What follows belongs to an exercise in optimizing a design on an open flow for small area; a production flow would make more cautious choices.
In this exercise RTL edits were held to simulation tests only and were not proved equivalent to the original.
Power is estimated from default activity; no workload was simulated.

==> flow/design.v <==
`default_nettype none
module of_ao22 (
  input  logic a0, b0, a1, b1,
  output logic y
);
  assign y = (a0 & b0) | (a1 & b1);
endmodule
module of_aoi222 (
  input  logic a0, b0, a1, b1, a2, b2,
  output logic y
);
  assign y = ~((a0 & b0) | (a1 & b1) | (a2 & b2));
endmodule
module of_nand4 (
  input  logic a, b, c, d,
  output logic y
);
  assign y = ~(a & b & c & d);
endmodule
module of_or3 (
  input  logic a, b, c,
  output logic y
);
  assign y = a | b | c;
endmodule
module of_last (
  input  logic y8, y9, a0, b0, a1, b1,
  output logic y
);
  assign y = ~(y8 & y9 & ~((a0 & b0) | (a1 & b1)));
endmodule
module of_nand2 (
  input  logic a, b,
  output logic y
);
  assign y = ~(a & b);
endmodule
module of_nor2 (
  input  logic a, b,
  output logic y
);
  assign y = ~(a | b);
endmodule
module of_sel32 (
  input  logic [31:0] s,
  input  logic [31:0] d,
  output logic        y
);
  logic [9:0]  w_g;
  logic [2:0]  w_h;
  genvar k;
  generate
    for (k = 0; k < 10; k++) begin : g_aoi
      of_aoi222 u_aoi (
        .a0(s[3*k]),   .b0(d[3*k]),
        .a1(s[3*k+1]), .b1(d[3*k+1]),
        .a2(s[3*k+2]), .b2(d[3*k+2]),
        .y(w_g[k])
      );
    end
  endgenerate
  of_nand4 u_n0 (.a(w_g[0]), .b(w_g[1]), .c(w_g[2]),  .d(w_g[3]), .y(w_h[0]));
  of_nand4 u_n1 (.a(w_g[4]), .b(w_g[5]), .c(w_g[6]),  .d(w_g[7]), .y(w_h[1]));
  of_last  u_n2 (.y8(w_g[8]), .y9(w_g[9]),
                 .a0(s[30]), .b0(d[30]), .a1(s[31]), .b1(d[31]), .y(w_h[2]));
  of_or3   u_o  (.a(w_h[0]), .b(w_h[1]), .c(w_h[2]), .y(y));
endmodule
module operand_fetch (
  input  logic        clk,
  input  logic        rst,
  input  logic [31:0] Instruction,
  input  logic        InValid,
  output logic        InReady,
  input  logic        WriteEnable,
  input  logic [4:0]  WriteAddr,
  input  logic [31:0] WriteData,
  output logic [31:0] DR1,
  output logic [31:0] DR2,
  output logic [2:0]  ALUControl,
  output logic [4:0]  DestReg,
  output logic        IllegalOp,
  output logic        OutValid,
  input  logic        OutReady,
  output logic [15:0] IssueCount
);
  logic        r_full;
  logic [31:0] r_regs [1:31];
  logic [31:0] r_dr1;
  logic [31:0] r_dr2;
  logic [2:0]  r_alu_ctrl;
  logic [4:0]  r_dest;
  logic        r_illegal;
  logic [15:0] r_issue_count;
  logic [4:0]  w_rs;
  logic [4:0]  w_rt;
  logic [4:0]  w_rd;
  logic [5:0]  w_funct;
  logic        w_unused;
  logic        w_load;       
  logic        w_hold;       
  logic [2:0]  w_alu_ctrl;
  logic        w_illegal;
  logic [15:0] w_count_inc;
  assign w_rs    = Instruction[25:21];
  assign w_rt    = Instruction[20:16];
  assign w_rd    = Instruction[15:11];
  assign w_funct = Instruction[5:0];
  assign w_unused = ^{Instruction[31:26], Instruction[10:6]};
  assign InReady = !r_full || OutReady;
  assign w_load  = !rst && InValid && InReady;
  assign w_hold  = !rst && !(InValid && InReady);
  always_ff @(posedge clk) begin
    r_full <= !rst && ((InValid && InReady) || (r_full && !OutReady));
  end
  logic [3:0]  w_whi;       
  logic [3:0]  w_nwhi;      
  logic [7:0]  w_wlo;       
  logic [7:0]  w_nwlo;      
  logic [3:0]  w_whir;      
  logic [7:0]  w_wlor;      
  logic [1:0]  w_wr   [1:31];    
  logic [1:0]  w_keep [1:31];    
  logic [31:0] w_reg_nxt [1:31];
  genvar gi, gb, gh;
  generate
    for (gi = 0; gi < 4; gi++) begin : g_whi
      assign w_whi[gi]  = WriteEnable && (WriteAddr[4:3] == gi);
      assign w_nwhi[gi] = !w_whi[gi];
      assign w_whir[gi] = w_whi[gi] || rst;
    end
    for (gi = 0; gi < 8; gi++) begin : g_wlo
      assign w_wlo[gi]  = (WriteAddr[2:0] == gi);
      assign w_nwlo[gi] = !(w_wlo[gi] && !rst);
      assign w_wlor[gi] = w_wlo[gi] || rst;
    end
    for (gi = 1; gi < 32; gi++) begin : g_row
      for (gh = 0; gh < 2; gh++) begin : g_half
        of_nor2  u_wr   (.a(w_nwhi[gi/8]), .b(w_nwlo[gi%8]), .y(w_wr[gi][gh]));
        of_nand2 u_keep (.a(w_whir[gi/8]), .b(w_wlor[gi%8]), .y(w_keep[gi][gh]));
      end
      for (gb = 0; gb < 32; gb++) begin : g_bit
        of_ao22 u_mux (
          .a0(w_wr[gi][gb/16]),   .b0(WriteData[gb]),
          .a1(w_keep[gi][gb/16]), .b1(r_regs[gi][gb]),
          .y(w_reg_nxt[gi][gb])
        );
      end
      always_ff @(posedge clk) begin
        r_regs[gi] <= w_reg_nxt[gi];
      end
    end
  endgenerate
  logic [3:0]  w_nhi1, w_nhi2;   
  logic [7:0]  w_nlo1, w_nlo2;   
  logic [31:0] w_s1 [2], w_s2 [2];
  logic [31:0] w_n1, w_n2;
  logic        w_acc;
  assign w_acc = InValid && InReady;
  generate
    for (gi = 0; gi < 4; gi++) begin : g_rhi
      assign w_nhi1[gi] = !(w_rs[4:3] == gi);
      assign w_nhi2[gi] = !(w_rt[4:3] == gi);
    end
    for (gi = 0; gi < 8; gi++) begin : g_rlo
      assign w_nlo1[gi] = !(w_load && (w_rs[2:0] == gi));
      assign w_nlo2[gi] = !(w_load && (w_rt[2:0] == gi));
    end
    for (gh = 0; gh < 2; gh++) begin : g_shalf
      for (gi = 1; gi < 32; gi++) begin : g_sel
        of_nor2 u_s1 (.a(w_nhi1[gi/8]), .b(w_nlo1[gi%8]), .y(w_s1[gh][gi]));
        of_nor2 u_s2 (.a(w_nhi2[gi/8]), .b(w_nlo2[gi%8]), .y(w_s2[gh][gi]));
      end
      of_nor2 u_h1 (.a(rst), .b(w_acc), .y(w_s1[gh][0]));
      of_nor2 u_h2 (.a(rst), .b(w_acc), .y(w_s2[gh][0]));
    end
  endgenerate
  generate
    for (gb = 0; gb < 32; gb++) begin : g_rd
      logic [31:0] w_d1, w_d2;
      assign w_d1[0] = r_dr1[gb];
      assign w_d2[0] = r_dr2[gb];
      for (gi = 1; gi < 32; gi++) begin : g_col
        assign w_d1[gi] = w_reg_nxt[gi][gb];
        assign w_d2[gi] = w_reg_nxt[gi][gb];
      end
      of_sel32 u_sel1 (.s(w_s1[gb/16]), .d(w_d1), .y(w_n1[gb]));
      of_sel32 u_sel2 (.s(w_s2[gb/16]), .d(w_d2), .y(w_n2[gb]));
    end
  endgenerate
  always_comb begin
    w_alu_ctrl = 3'b000;
    w_illegal  = 1'b0;
    case (w_funct)
      6'h20:   w_alu_ctrl = 3'b001;
      6'h22:   w_alu_ctrl = 3'b010;
      6'h2A:   w_alu_ctrl = 3'b011;
      6'h24:   w_alu_ctrl = 3'b100;
      6'h25:   w_alu_ctrl = 3'b101;
      6'h26:   w_alu_ctrl = 3'b110;
      6'h27:   w_alu_ctrl = 3'b111;
      default: w_illegal  = 1'b1;
    endcase
  end
  assign w_count_inc = r_issue_count + 16'd1;
  always_ff @(posedge clk) begin
    r_dr1         <= w_n1;
    r_dr2         <= w_n2;
    r_alu_ctrl    <= ({3{w_load}} & w_alu_ctrl)  | ({3{w_hold}} & r_alu_ctrl);
    r_dest        <= ({5{w_load}} & w_rd)        | ({5{w_hold}} & r_dest);
    r_illegal     <= (w_load & w_illegal)        | (w_hold & r_illegal);
    r_issue_count <= ({16{w_load}} & w_count_inc) | ({16{w_hold}} & r_issue_count);
  end
  assign OutValid   = r_full;
  assign DR1        = r_dr1;
  assign DR2        = r_dr2;
  assign ALUControl = r_alu_ctrl;
  assign DestReg    = r_dest;
  assign IllegalOp  = r_illegal;
  assign IssueCount = r_issue_count;
endmodule
`default_nettype wire
==> flow/config.mk <==
export PLATFORM = sky130hd
export DESIGN_NAME = operand_fetch
export DESIGN_NICKNAME = operand_fetch
export VERILOG_FILES = /design/flow/design.v
export SDC_FILE = /design/flow/constraint.sdc
export NUM_CORES = 4
export LEC_CHECK = 0
export CAP_MARGIN = 15
export CORE_MARGIN = 2
export CORE_UTILIZATION = 52
export GPL_TIMING_DRIVEN = 0
export SLEW_MARGIN = 15
export SYNTH_HIERARCHICAL = 1
export SYNTH_MINIMUM_KEEP_SIZE = 0
export DONT_USE_CELLS += sky130_fd_sc_hd__buf_8 sky130_fd_sc_hd__buf_12 sky130_fd_sc_hd__buf_16 sky130_fd_sc_hd__bufbuf_8 sky130_fd_sc_hd__bufbuf_16
export BUFFER_PORTS_ARGS = -buffer_cell sky130_fd_sc_hd__buf_1
export CTS_ARGS = -sink_clustering_enable -repair_clock_nets -dont_use_dummy_load -buf_list {sky130_fd_sc_hd__clkbuf_4} -sink_clustering_size 8 -sink_clustering_max_diameter 40
==> flow/constraint.sdc <==
create_clock -name core_clock -period 5.0 [get_ports {clk}]
set_input_delay 1.0000 -clock core_clock [delete_from_list [all_inputs] [get_ports {clk}]]
set_output_delay 1.0000 -clock core_clock [all_outputs]
set_load 0.01 [all_outputs]
standard.sh (not shown) runs the stock make flow with config.mk's settings and CLKGATE_MAP_FILE= SYNTH_SCRIPT=/design/flow/synth_recipe.tcl, a recipe that flattens the netlist after the stock synthesis.
==> flow/flow/run.sh <==
#!/bin/bash
# Standard layout with smaller port buffers and no CTS dummy loads.
set -e
cp "$FLOW_CONFIG" config.orig.mk
cat >> "$FLOW_CONFIG" <<'EOC'
export DONT_USE_CELLS += sky130_fd_sc_hd__buf_8 sky130_fd_sc_hd__buf_12 sky130_fd_sc_hd__buf_16 sky130_fd_sc_hd__bufbuf_8 sky130_fd_sc_hd__bufbuf_16
export BUFFER_PORTS_ARGS = -buffer_cell sky130_fd_sc_hd__buf_1
export CTS_ARGS = -sink_clustering_enable -repair_clock_nets -dont_use_dummy_load -buf_list {sky130_fd_sc_hd__clkbuf_4} -sink_clustering_size 8 -sink_clustering_max_diameter 40
EOC

bash standard.sh finish > standard.log 2>&1
The starting point completed and failed the layout checks on negative setup slack.
Edit:
--- a/flow/design.v
+++ b/flow/design.v
@@ -29,11 +29,11 @@
 );
   assign y = ~(y8 & y9 & ~((a0 & b0) | (a1 & b1)));
 endmodule
-module of_nand2 (
-  input  logic a, b,
-  output logic y
-);
-  assign y = ~(a & b);
+module of_aoi21 (
+  input  logic a0, a1, b,
+  output logic y
+);
+  assign y = ~((a0 & a1) | b);
 endmodule
 module of_nor2 (
   input  logic a, b,
@@ -115,9 +115,7 @@
   logic [3:0]  w_whi;       
   logic [3:0]  w_nwhi;      
   logic [7:0]  w_wlo;       
-  logic [7:0]  w_nwlo;      
-  logic [3:0]  w_whir;      
-  logic [7:0]  w_wlor;      
+  logic [7:0]  w_nwlo;
   logic [1:0]  w_wr   [1:31];    
   logic [1:0]  w_keep [1:31];    
   logic [31:0] w_reg_nxt [1:31];
@@ -125,18 +123,16 @@
   generate
     for (gi = 0; gi < 4; gi++) begin : g_whi
       assign w_whi[gi]  = WriteEnable && (WriteAddr[4:3] == gi);
-      assign w_nwhi[gi] = !w_whi[gi];
-      assign w_whir[gi] = w_whi[gi] || rst;
+      assign w_nwhi[gi] = !(w_whi[gi] && !rst);
     end
     for (gi = 0; gi < 8; gi++) begin : g_wlo
       assign w_wlo[gi]  = (WriteAddr[2:0] == gi);
-      assign w_nwlo[gi] = !(w_wlo[gi] && !rst);
-      assign w_wlor[gi] = w_wlo[gi] || rst;
+      assign w_nwlo[gi] = !w_wlo[gi];
     end
     for (gi = 1; gi < 32; gi++) begin : g_row
       for (gh = 0; gh < 2; gh++) begin : g_half
         of_nor2  u_wr   (.a(w_nwhi[gi/8]), .b(w_nwlo[gi%8]), .y(w_wr[gi][gh]));
-        of_nand2 u_keep (.a(w_whir[gi/8]), .b(w_wlor[gi%8]), .y(w_keep[gi][gh]));
+        of_aoi21 u_keep (.a0(w_whi[gi/8]), .a1(w_wlo[gi%8]), .b(rst), .y(w_keep[gi][gh]));
       end
       for (gb = 0; gb < 32; gb++) begin : g_bit
         of_ao22 u_mux (
@@ -158,12 +154,12 @@
   assign w_acc = InValid && InReady;
   generate
     for (gi = 0; gi < 4; gi++) begin : g_rhi
-      assign w_nhi1[gi] = !(w_rs[4:3] == gi);
-      assign w_nhi2[gi] = !(w_rt[4:3] == gi);
+      assign w_nhi1[gi] = !(w_load && (w_rs[4:3] == gi));
+      assign w_nhi2[gi] = !(w_load && (w_rt[4:3] == gi));
     end
     for (gi = 0; gi < 8; gi++) begin : g_rlo
-      assign w_nlo1[gi] = !(w_load && (w_rs[2:0] == gi));
-      assign w_nlo2[gi] = !(w_load && (w_rt[2:0] == gi));
+      assign w_nlo1[gi] = !(w_rs[2:0] == gi);
+      assign w_nlo2[gi] = !(w_rt[2:0] == gi);
     end
     for (gh = 0; gh < 2; gh++) begin : g_shalf
       for (gi = 1; gi < 32; gi++) begin : g_sel
This time the run produced a clean layout.
Global-route usage climbs by 1.2 points.
Via count climbs slightly.
Critical path depth is unchanged.
Non-clock buffer count drops by 32.
Power drops slightly.
Synthesized area climbs slightly.
Design area stays flat.
Core utilization drops by 0.73 points.
Sequential share of layout area hardly moves.
Die area climbs slightly.
Sequential power drops slightly.
Routed wire length climbs by a few percent.

## what the ideal ports hide
Ports are ideal in the flow. The routed layouts listed here were re-timed in OpenROAD.
Step 1 (the two cells are an assumption about what drives the block):
set clk [get_ports {clk}]
set_driving_cell -lib_cell sky130_fd_sc_hd__clkbuf_16 $clk
set_driving_cell -lib_cell sky130_fd_sc_hd__buf_2 [delete_from_list [all_inputs] $clk]
Step 2 moves the port delays by t, midway between the first and last clock arrival at a register: inputs arrive t later, outputs are due t later. That takes back most of the time a late clock gives input paths.
a / b / c = no drivers / after step 1 / after step 2; a / b = the first two.
| run | shift t [ns] | setup slack, ns | worst setup path after step 2 | worst slew at a driven data input, ns | cell pins on the clock port's net |
|---|---|---|---|---|---|
| the first run | 1.076 | -0.046 / -0.003 / -1.079 | input to register | 0.09 | 1 |
| the second run | 1.076 | 0.190 / 0.220 / -0.856 | input to register | 0.15 | 1 |
With both steps, setup timing fails in the second run, where it was met with ideal ports. The setup slack of the second run, which loses most, moves by +0.030 ns with the drivers and by -1.046 ns with both steps.
